This design comes from an exercise in tuning for small area on the open sky130 flow, not from production work. The RTL was checked by simulation tests, not by an equivalence proof against the original design. Power figures rest on the tool's default switching activity, not on a simulated workload.

==> design.v <==
module reg_file_32x32 #(
  parameter int                DATA_W   = 32,
  parameter int                SP_IDX   = 29,
  parameter logic [DATA_W-1:0] SP_RESET = 'h0000_0FFC
) (
  input  logic              clk,
  input  logic              rst_n,
  input  logic [4:0]        rd_addr_a,
  input  logic [4:0]        rd_addr_b,
  output logic [DATA_W-1:0] rd_data_a,
  output logic [DATA_W-1:0] rd_data_b,
  input  logic              wr_en,
  input  logic [4:0]        wr_addr,
  input  logic [DATA_W-1:0] wr_data,
  output logic [15:0]       wr_count
);
  logic [DATA_W-1:0] r_regs [1:31];
  logic [15:0]       r_wr_count;
  logic [DATA_W-1:0] w_regs [0:31];
  logic              w_wr_hit;
  logic              w_byp_a;
  logic              w_byp_b;
  assign w_wr_hit = wr_en && (wr_addr != 5'd0);
  always_ff @(posedge clk or negedge rst_n) begin
    if (!rst_n) begin
      for (int i = 1; i < 32; i++) begin
        r_regs[i] <= (i == SP_IDX) ? SP_RESET : '0;
      end
      r_wr_count <= '0;
    end else if (w_wr_hit) begin
      for (int i = 1; i < 32; i++) begin
        if (wr_addr == 5'(i)) begin
          r_regs[i] <= wr_data;
        end
      end
      r_wr_count <= r_wr_count + 16'd1;
    end
  end
  always_comb begin
    w_regs[0] = '0;
    for (int i = 1; i < 32; i++) begin
      w_regs[i] = r_regs[i];
    end
  end
  assign w_byp_a = rst_n && w_wr_hit && (wr_addr == rd_addr_a);
  assign w_byp_b = rst_n && w_wr_hit && (wr_addr == rd_addr_b);
  assign rd_data_a = w_byp_a ? wr_data : w_regs[rd_addr_a];
  assign rd_data_b = w_byp_b ? wr_data : w_regs[rd_addr_b];
  assign wr_count  = r_wr_count;
endmodule
==> run.sh <==
#!/bin/bash
# synth_recipe.tcl (not shown) runs the flow's synth.tcl, then flattens the netlist and writes it again
# the make line also repeats each setting of config.mk as NAME=value (left out here)
make -C /OpenROAD-flow-scripts/flow DESIGN_CONFIG=/design/flow/config.mk WORK_HOME=/design/flow/orfs CLKGATE_MAP_FILE= SYNTH_SCRIPT=/design/flow/synth_recipe.tcl finish
==> config.mk <==
export PLATFORM = sky130hd
export DESIGN_NAME = reg_file_32x32
export DESIGN_NICKNAME = reg_file_32x32
export VERILOG_FILES = /design/flow/design.v
export SDC_FILE = /design/flow/constraint.sdc
export NUM_CORES = 4
export LEC_CHECK = 0
export CAP_MARGIN = 20
export CORE_MARGIN = 2
export CORE_UTILIZATION = 35
export SETUP_SLACK_MARGIN = 0.3
export SLEW_MARGIN = 20
==> constraint.sdc <==
create_clock -name core_clock -period 7.0 [get_ports {clk}]
set_input_delay 1.4000 -clock core_clock [delete_from_list [all_inputs] [get_ports {clk}]]
set_output_delay 1.4000 -clock core_clock [all_outputs]
set_load 0.01 [all_outputs]
==> results.sh <==
export IMPL_final_max_slew_viol_count=0
export IMPL_finalSetupViolations=0
export IMPL_p_per_area_nw_per_um2=281.6
export IMPL_grt_overflow=0
export IMPL_drtAntennaViolNets=0
export IMPL_place_hpwl_um=168000
export IMPL_worstMarginPinSlew_ps=1280
export IMPL_max_freq_ghz=0.1466
export IMPL_clkLatencyLatePin_ps=770
export IMPL_die_x_um=388.8
export IMPL_hold_ws_ps=486.9
export IMPL_cts_buffers=111
export IMPL_muxShareOfSynthArea=0.2228
export IMPL_clockRootBuffer="clkbuf_16"
export IMPL_rsz0062_at_grt="false"
export IMPL_antenna_found_initial=24
export IMPL_setup_tns_ps=0
export IMPL_rows=141
export IMPL_clkSinkCount=1008
export IMPL_critical_path_class="in -> out"
export IMPL_grt_pass1_vias=44730
export IMPL_synth_simple_gate_area_frac=0.1114
export IMPL_grt_pass1_wl_um=373900
export IMPL_syn_num_nets=4508
export IMPL_area_delta_synth_final_pct=17.42
export IMPL_synth_edff_count=0
export IMPL_ys_flop_type="dfrtp_1"
export IMPL_ys_ff_latch=1008
export IMPL_synth_top_cell_area_share=0.4818
export IMPL_finalCritPeriodShare=0.9743
export IMPL_first_pass_iters=13
export IMPL_syn_avg_cell_area_sq_um=11.63
export IMPL_period_needed_ps=6820
export IMPL_grt_max_degree=169
export IMPL_drc=0
export IMPL_pin_count=130
export IMPL_viasPerCell=7.185
export IMPL_async_reset_ff_frac=1.000
export IMPL_p_leak_nw=26.71
export IMPL_final_hold_viol_count=0
export IMPL_yosysSeqAreaShare=0.4868
export IMPL_worstHoldPathType="reg -> reg"
export IMPL_synthCells=4457
export IMPL_die_area_sq_um=151200
export IMPL_nets=4616
export IMPL_port_buffers=129
export IMPL_end_kind="output port"
export IMPL_cts_buffer_depth=3
export IMPL_crit_required_ps=5600
export IMPL_path_max_fanout=35
export IMPL_die_y_um=388.8
export IMPL_htree_levels=3
export IMPL_synth_commonest_cells="998 x dfrtp_1, 965 x mux2_2, 659 x a22oi_1, 317 x and3_1, 236 x clkbuf_1"
export IMPL_cap_violations=0
export IMPL_synth_compound_area_frac=0.1358
export IMPL_synth_top_area_cell="dfrtp_1"
export IMPL_clk_pin_slew_ps=60
export IMPL_clock_skew_final_ps=24.95
export IMPL_slew_headroom=0.1445
export IMPL_synth_top_family_by_area="multiplexers"
export IMPL_first_iter_violations=9248
export IMPL_synthAdderAreaFrac=0.0002414
export IMPL_ir_worst_vdd_uv=210.3
export IMPL_totalWireLength_um=276200
export IMPL_wl_per_cell_um=41.79
export IMPL_outcome="timing/DRC/antenna clean"
export IMPL_netlist_area_sq_um=51840
export IMPL_yosysWarnings=3
export IMPL_yosys_top_cells_area="dfrtp_1 48%, mux2_2 21%, a22oi_1 9.5%"
export IMPL_num_fill_cells=13900
export IMPL_coreArea_sq_um=147300
export IMPL_gp_congestion=0.9992
export IMPL_vias=47490
export IMPL_layout_drive_gt1_share=0.3504
export IMPL_initial_utilization=0.3519
export IMPL_synth_most_common_cell="dfrtp_1"
export IMPL_synth_xor_area_share=0.004224
export IMPL_synth_cell_types=77
export IMPL_critPathArrivalTime_ps=5420
export IMPL_critPathLaunchType="input port"
export IMPL_cts_tree="built"
export IMPL_grt_total_usage=0.3548
-- cell type report --
| type | count | area (sq um) | area share |
|---|---|---|---|
| diodes | 19 | 47.55 | 0.0007811 |
| clock buffers | 160 | 3243 | 0.05328 |
| clock inverters | 48 | 629.4 | 0.01034 |
| inverters | 5 | 18.77 | 0.0003083 |
| multi-input cells | 3001 | 25280 | 0.4154 |
| flip-flops and latches | 1008 | 25240 | 0.4146 |
| well taps | 1930 | 2415 | 0.03967 |
| repair buffers | 438 | 3993 | 0.06560 |
-- timing repair --
item	4_1_cts	5_1_grt
buffers inserted	0	4
hold buffers	0	0
cloned	0	0
pin swaps	0	1
setup endpoints to repair	2	15
gates resized for setup	2	1
-- cell usage in the layout (no fill, tap or decap), types with 22 or more instances in the layout --
cell             synthesis  routed
dfrtp_1                998     998
mux2_2                 965     965
a22oi_1                659     659
and3_1                 317     314
buf_4                    9     271
nand2_1                147     136
nand3_1                134     133
nand4_1                127     127
clkbuf_16                0     112
clkdlybuf4s50_1          0     107
a2111oi_0               89      88
nor2_4                   0      78
nor4_1                  64      62
o21ai_1                 60      60
buf_12                   0      35
mux2_1                  34      34
mux2i_1                 30      30
clkbuf_8                 0      26
a21oi_1                 24      24
clkbuf_1               236      22
-- worst max-delay path, stage by stage --
cell             delay, ps
clkdlybuf4s50_1        630
buf_6                  320
nand3b_2               380
nor2_4                 970
a22oi_1                190
nand4_1                180
nor4_1                  80
o21ai_1                560
clkdlybuf4s50_1        680
-- state kept, by name, indices dropped and copies added, names as in the netlist --
signal,flops
r_wr_count,16
r_regs,992
-- logic make-up after synthesis --
kind of cell	count (synthesis)
fa+ha+maj	1
flops	1008
compound gates	934
simple gates	1012
buf+inv	448
mux	1029
xor+xnor	25
-- path summary, 6_finish.rpt --
check / cells past startpoint / start / end / slack [ps]
worst max register to register: 5 / r_wr_count[2] / r_wr_count[11] / 5430
max in group asynchronous: 4 / rst_n / r_regs[6][1] / 3510
worst min register to register: 1 / r_wr_count[15] / r_wr_count[15] / 490
min in group asynchronous: 1 / rst_n / r_regs[29][15] / 510
worst min-delay path: 1 / r_wr_count[15] / r_wr_count[15] / 490
worst max-delay path: 9 / rd_addr_a[2] / rd_data_a[30] / 180
-- per-stage QoR --
stage	worst slack, ps	power, mW	area [sq um]	cells	utilization
after floorplan	2612	9.272	51840	4457	-
after detailed placement	198.0	10.72	56870	6375	0.3860
after global placement	270.2	10.65	56870	6375	0.3860
final	179.7	17.14	60870	6609	0.4132
after CTS	304.0	16.97	60750	6583	0.4124
after global routing	310.4	17.56	60820	6591	0.4129
-- where the power goes --
group          total (mW)  internal, mW  switching [mW]  leakage, nW
registers            8.14          6.98            1.16         12.9
logic                2.66          1.34            1.32         11.9
clock network        6.33          3.67            2.67         1.90
total                17.1          12.0            5.15         26.7
-- layer usage --
metal | track usage | vias to the layer above | routed length, um
met3 | 0.1495 | 1317 | 43630
met1 | 0.4617 | 23980 | 102400
met4 | 0.2269 | 20 | 21650
li1 | - | 17390 | -
met2 | 0.4794 | 4781 | 108300
met5 | 0 | - | 170

[separate check: timing with driven ports]
Ports are ideal in the flow. The routed layout listed here was re-timed in OpenROAD.
Step 1 assumes that a clkbuf_16 drives the clock port and a buf_2 every other input.
Step 2 moves the port delays by t, midway between the first and last clock arrival at a register: inputs arrive t later, outputs are due t later. That takes back most of the time a late clock gives input paths.
Slacks: no drivers / after step 1 / after step 2; pairs: no drivers / after step 1.
t (ns): 0.845
setup WS [ns]: 0.180 / 0.143 / 0.143
worst setup path at the end: input to output
After both steps setup and hold are still met in this run. For this run, drivers alone change the setup slack by -0.037 ns; drivers and shift together by -0.037 ns.
